Background: an optimization exercise with open tools, aiming at small area. Do not read the settings as production practice. Where RTL was checked, it was by simulation tests only, not by an equivalence proof against the original. No activity file was given, so power comes from the tool's default toggle rates.

Setup of run A:
Design ts_pes_reassembler_core, start of the top module:
module ts_pes_reassembler_core
(
    input  logic                clk,
    input  logic                rst_n,
    input  logic                ts_valid,
    output logic                ts_stall,
    input  logic [7:0]   ts_byte,
    output logic                pes_valid,
    input  logic                pes_stall,
    output logic [7:0]   pes_byte,
    output logic                pes_end,
    output logic [7:0]   pes_stream_id,
    output logic [15:0]         pes_total_length
);
Size in the first run: about 330 cells after synthesis, roughly 93 flip-flops, about 47 I/O pins, about 4100 µm² of cells after synthesis.
export LEC_CHECK = 0
export CAP_MARGIN = 20
export CELL_PAD_IN_SITES_DETAIL_PLACEMENT = 0
export CELL_PAD_IN_SITES_GLOBAL_PLACEMENT = 0
export CORE_MARGIN = 2
export CORE_UTILIZATION = 60
export CTS_BUF_LIST = sky130_fd_sc_hd__clkbuf_8
export PLACE_DENSITY = 0.75
export SLEW_MARGIN = 20
create_clock -name core_clock -period 6.5 [get_ports {clk}]
standard.sh (not shown) runs the stock make flow with config.mk's settings and CLKGATE_MAP_FILE= SYNTH_SCRIPT=/design/flow/synth_recipe.tcl, a recipe that flattens the netlist after the stock synthesis.
==> flow/flow/run.sh <==
#!/bin/bash
# The standard layout, with two changes: after floorplan the combinational
# logic is re-mapped for area by OpenROAD's restructure, and the ports are
# buffered by the smallest buffer (sky130_fd_sc_hd__buf_1).
set -euo pipefail
here=$(pwd)
mkdir -p "$here/rsz"
python3 flow/liberty_keep.py "$FLOW_HOME/platforms/sky130hd/lib/sky130_fd_sc_hd__tt_025C_1v80.lib" \
    "$here/rsz/keep.lib" \
    "sky130_fd_sc_hd__probe_p_8 sky130_fd_sc_hd__probec_p_8 sky130_fd_sc_hd__lpflow_*" \
    > liberty_keep.log 2>&1
export RSZ_LIB="$here/rsz/keep.lib"
export RSZ_DIR="$here/rsz"
bash standard.sh "POST_FLOORPLAN_TCL=$here/flow/restructure.tcl" \
    "BUFFER_PORTS_ARGS=-buffer_cell sky130_fd_sc_hd__buf_1" finish > flow_make.log 2>&1
==> flow/flow/liberty_keep.py <==
# Writes a copy of a liberty file without the cells the platform marks
# don't-use, for OpenROAD's restructure (its ABC run ignores set_dont_use).
# usage: python3 liberty_keep.py IN.lib OUT.lib "pattern pattern ..."
import fnmatch
import re
import sys

src, dst, pats = sys.argv[1], sys.argv[2], sys.argv[3].split()
text = open(src).read()
out = []
pos = 0
for m in re.finditer(r'\n(\s*)cell\s*\(\s*"?([\w]+)"?\s*\)\s*\{', text):
    if m.start() < pos:
        continue
    name = m.group(2)
    # find the end of this cell group by brace matching
    depth = 0
    i = m.end() - 1
    while True:
        c = text[i]
        if c == '{':
            depth += 1
        elif c == '}':
            depth -= 1
            if depth == 0:
                break
        i += 1
    if any(fnmatch.fnmatch(name, p) for p in pats):
        out.append(text[pos:m.start()])
        pos = i + 1
out.append(text[pos:])
open(dst, 'w').write(''.join(out))
==> flow/flow/restructure.tcl <==
# Re-map the combinational logic for area with OpenROAD's restructure (ABC),
# after floorplan and before placement. Registers are left as they are.
restructure -target area \
    -liberty_file $::env(RSZ_LIB) \
    -tielo_port sky130_fd_sc_hd__conb_1/LO \
    -tiehi_port sky130_fd_sc_hd__conb_1/HI \
    -work_dir $::env(RSZ_DIR) \
    -abc_logfile $::env(RSZ_DIR)/abc.log
report_design_area
For run B, these inputs were changed with respect to run A:
# run A
export LEC_CHECK = 0
export CAP_MARGIN = 20
export CELL_PAD_IN_SITES_DETAIL_PLACEMENT = 0
export CELL_PAD_IN_SITES_GLOBAL_PLACEMENT = 0
export CORE_MARGIN = 2
export CORE_UTILIZATION = 60
export CTS_BUF_LIST = sky130_fd_sc_hd__clkbuf_8
export PLACE_DENSITY = 0.75
export SLEW_MARGIN = 20
create_clock -name core_clock -period 6.5 [get_ports {clk}]
# run B
export LEC_CHECK = 0
export CAP_MARGIN = 0
export CELL_PAD_IN_SITES_DETAIL_PLACEMENT = 0
export CELL_PAD_IN_SITES_GLOBAL_PLACEMENT = 0
export CORE_MARGIN = 2
export CORE_UTILIZATION = 60
export CTS_BUF_LIST = sky130_fd_sc_hd__clkbuf_8
export GPL_TIMING_DRIVEN = 0
export PLACE_DENSITY = 0.75
export SLEW_MARGIN = 0
create_clock -name core_clock -period 6.5 [get_ports {clk}]
==> flow/flow/run.sh <==
#!/bin/bash
# The standard layout, with the ports buffered by the smallest buffer
# (sky130_fd_sc_hd__buf_1) instead of the one buffer_ports picks by itself.
set -euo pipefail
bash standard.sh "BUFFER_PORTS_ARGS=-buffer_cell sky130_fd_sc_hd__buf_1" finish > flow_make.log 2>&1
removed: flow/flow/liberty_keep.py
removed: flow/flow/restructure.tcl
[summary]
Run B has completed all stages; timing, DRC and antenna checks passed.
Of the two values seen for critical path startpoint, ts_byte[1] was produced by run A and ts_byte[0] by run B.
Count of nets after finishing was higher in the run labelled run A.
What run B reported for overall power has to be multiplied by 1.3 to get the figure for run A.
[diff] detailed-route via count, run B relative to run A: improvement
Run B ends up with a worst-margin pin slew that is 0.26 ns higher than in run A.
Area added between synthesis and finish: run B vs run A up 0.15 points
Run B vs. run A: total non-filler cell area in the finished layout flat, arrival time at the worst endpoint down 0.56 ns.
## Diff of input files: run C against run B
==> flow/flow/run.sh <==
#!/bin/bash
# The standard layout, with two changes: after floorplan the combinational
# logic is re-mapped for area by OpenROAD's restructure, and the ports are
# buffered by the smallest buffer (sky130_fd_sc_hd__buf_1).
set -euo pipefail
here=$(pwd)
mkdir -p "$here/rsz"
python3 flow/liberty_keep.py "$FLOW_HOME/platforms/sky130hd/lib/sky130_fd_sc_hd__tt_025C_1v80.lib" \
    "$here/rsz/keep.lib" \
    "sky130_fd_sc_hd__probe_p_8 sky130_fd_sc_hd__probec_p_8 sky130_fd_sc_hd__lpflow_*" \
    > liberty_keep.log 2>&1
export RSZ_LIB="$here/rsz/keep.lib"
export RSZ_DIR="$here/rsz"
bash standard.sh "POST_FLOORPLAN_TCL=$here/flow/restructure.tcl" \
    "BUFFER_PORTS_ARGS=-buffer_cell sky130_fd_sc_hd__buf_1" finish > flow_make.log 2>&1
==> flow/flow/liberty_keep.py (new file) <==
# Writes a copy of a liberty file without the cells the platform marks
# don't-use, for OpenROAD's restructure (its ABC run ignores set_dont_use).
# usage: python3 liberty_keep.py IN.lib OUT.lib "pattern pattern ..."
import fnmatch
import re
import sys

src, dst, pats = sys.argv[1], sys.argv[2], sys.argv[3].split()
text = open(src).read()
out = []
pos = 0
for m in re.finditer(r'\n(\s*)cell\s*\(\s*"?([\w]+)"?\s*\)\s*\{', text):
    if m.start() < pos:
        continue
    name = m.group(2)
    # find the end of this cell group by brace matching
    depth = 0
    i = m.end() - 1
    while True:
        c = text[i]
        if c == '{':
            depth += 1
        elif c == '}':
            depth -= 1
            if depth == 0:
                break
        i += 1
    if any(fnmatch.fnmatch(name, p) for p in pats):
        out.append(text[pos:m.start()])
        pos = i + 1
out.append(text[pos:])
open(dst, 'w').write(''.join(out))
==> flow/flow/restructure.tcl (new file) <==
# Re-map the combinational logic for area with OpenROAD's restructure (ABC),
# after floorplan and before placement. Registers are left as they are.
restructure -target area \
    -liberty_file $::env(RSZ_LIB) \
    -tielo_port sky130_fd_sc_hd__conb_1/LO \
    -tiehi_port sky130_fd_sc_hd__conb_1/HI \
    -work_dir $::env(RSZ_DIR) \
    -abc_logfile $::env(RSZ_DIR)/abc.log
report_design_area
Results
- Run C ended with less share of the core filled with cells than run B.
- Fraction of area in registers was higher in the run labelled run C.
- In run C relative to run B, first-pass GRT wire length had gone up by a little under 10%.
- On combinational cell fraction of total power: between run B and run C, it ends up lower for run B.
- The data arrival at the endpoint of the critical path of run C exceeds that of run B by 0.40 ns.
- Fmax ended up 5.9% lower on run C than on run B.
- Compared with run B, in run C internal power has increased; growth of design area from synthesis to finish decreased by 3.2 points relative to the old numbers; power consumed by the clock network comparable; routed wire length increased about 4.6%.
- Cmp run B and run C / non-clock buffer count / lower: run C
Setup changes, run C to run D
# run C
export LEC_CHECK = 0
export CAP_MARGIN = 0
export CELL_PAD_IN_SITES_DETAIL_PLACEMENT = 0
export CELL_PAD_IN_SITES_GLOBAL_PLACEMENT = 0
export CORE_MARGIN = 2
export CORE_UTILIZATION = 60
export CTS_BUF_LIST = sky130_fd_sc_hd__clkbuf_8
export GPL_TIMING_DRIVEN = 0
export PLACE_DENSITY = 0.75
export SLEW_MARGIN = 0
create_clock -name core_clock -period 6.5 [get_ports {clk}]
# run D
export LEC_CHECK = 0
export CAP_MARGIN = 20
export CELL_PAD_IN_SITES_DETAIL_PLACEMENT = 0
export CELL_PAD_IN_SITES_GLOBAL_PLACEMENT = 0
export CORE_MARGIN = 2
export CORE_UTILIZATION = 60
export CTS_BUF_LIST = sky130_fd_sc_hd__clkbuf_8
export PLACE_DENSITY = 0.75
export SLEW_MARGIN = 20
create_clock -name core_clock -period 6.5 [get_ports {clk}]
==> flow/flow/run.sh <==
#!/bin/bash
# The standard layout, with the ports buffered by the smallest buffer
# (sky130_fd_sc_hd__buf_1) instead of the one buffer_ports picks by itself.
set -euo pipefail
bash standard.sh "BUFFER_PORTS_ARGS=-buffer_cell sky130_fd_sc_hd__buf_1" finish > flow_make.log 2>&1
removed: flow/flow/liberty_keep.py
removed: flow/flow/restructure.tcl
Notes after the runs:
Run D: PASS, flow complete, no timing, DRC or antenna violations. Relative to run C, the first-pass iteration count of the detailed router of run D is lower by 1. Run C → run D: total placed cells including tap cells -about 10%; total power per unit cell area -about 26%. Of run D and run C, it is run D that has the lower number of gates on the worst path with buffers counted. Run D vs run C — final wirelength dropped by a few percent. Run D against run C: timing-limited maximum frequency higher; shortest period the worst path allows lower; via count lower; total inserted antenna cells roughly the same; power after layout lower.

* * *

Another version of the RTL of ts_pes_reassembler_core (not shown whole).
Size: about 390 cells after synthesis, ~95 flip-flops, roughly 47 I/O pins.
make LEC_CHECK=0 CAP_MARGIN=20 CELL_PAD_IN_SITES_DETAIL_PLACEMENT=0 CELL_PAD_IN_SITES_GLOBAL_PLACEMENT=0 CORE_MARGIN=2 CORE_UTILIZATION=60 CTS_BUF_LIST=sky130_fd_sc_hd__clkbuf_8 PLACE_DENSITY=0.75 SLEW_MARGIN=20 finish   # period 6.5 ns
run.sh (not shown) runs the stock make flow with config.mk's settings and CLKGATE_MAP_FILE= SYNTH_SCRIPT=/design/flow/synth_recipe.tcl, a recipe that flattens the netlist after the stock synthesis.
Stock flow here: none of the scripts above is used.
Next try:
==> flow/config.mk (replaced) <==
export PLATFORM = sky130hd
export DESIGN_NAME = ts_pes_reassembler_core
export DESIGN_NICKNAME = ts_pes_reassembler_core
export VERILOG_FILES = /design/flow/design.v
export SDC_FILE = /design/flow/constraint.sdc
export NUM_CORES = 4
export LEC_CHECK = 0
export CAP_MARGIN = 20
export CELL_PAD_IN_SITES_DETAIL_PLACEMENT = 1
export CELL_PAD_IN_SITES_GLOBAL_PLACEMENT = 2
export CORE_MARGIN = 2
export CORE_UTILIZATION = 30
export PLACE_DENSITY = 0.5
export SLEW_MARGIN = 20
Result:
- global-route usage came out lower by 7.9 points
- fmax hardly moves
- routed wire length rose by 25%
No run of this note included a check of the RTL's function; only the layout flow was run.

## afterwards: timing with drivers on the ports
Ports are ideal in the flow. The routed layouts listed here were re-timed in OpenROAD.
Step 1 assumes that a clkbuf_16 drives the clock port and a buf_2 every other input.
Step 2 also shifts input and output timing later by t, the mid clock arrival at the registers, as if the neighbouring blocks saw the same clock.
Three values: ideal ports, drivers, drivers and shift; two values: the first two.
| run | t (ns) | setup slack, ns | hold WS [ns] | clock arrival spread, ns |
|---|---|---|---|---|
| run A | 0.390 | 0.360 / 0.370 / -0.020 | 0.456 / 0.456 / 0.456 | 0.011 / 0.011 |
| run B | 0.388 | 0.863 / 0.874 / 0.487 | 0.450 / 0.450 / 0.450 | 0.008 / 0.007 |
| run C | 0.382 | 0.512 / 0.522 / 0.140 | 0.452 / 0.452 / 0.452 | 0.010 / 0.010 |
| run D | 0.378 | 1.240 / 1.247 / 0.869 | 0.450 / 0.450 / 0.450 | 0.013 / 0.012 |
| the first run of note 2 | 0.390 | 1.194 / 1.203 / 0.813 | 0.456 / 0.456 / 0.456 | 0.013 / 0.013 |
| the second run of note 2 | 0.380 | 1.181 / 1.195 / 0.815 | 0.450 / 0.450 / 0.450 | 0.008 / 0.008 |
Met with ideal ports but missed after step 2: setup timing in run A. The setup slack of the first run of note 2, which loses most, moves by +0.009 ns with the drivers and by -0.381 ns with both steps.
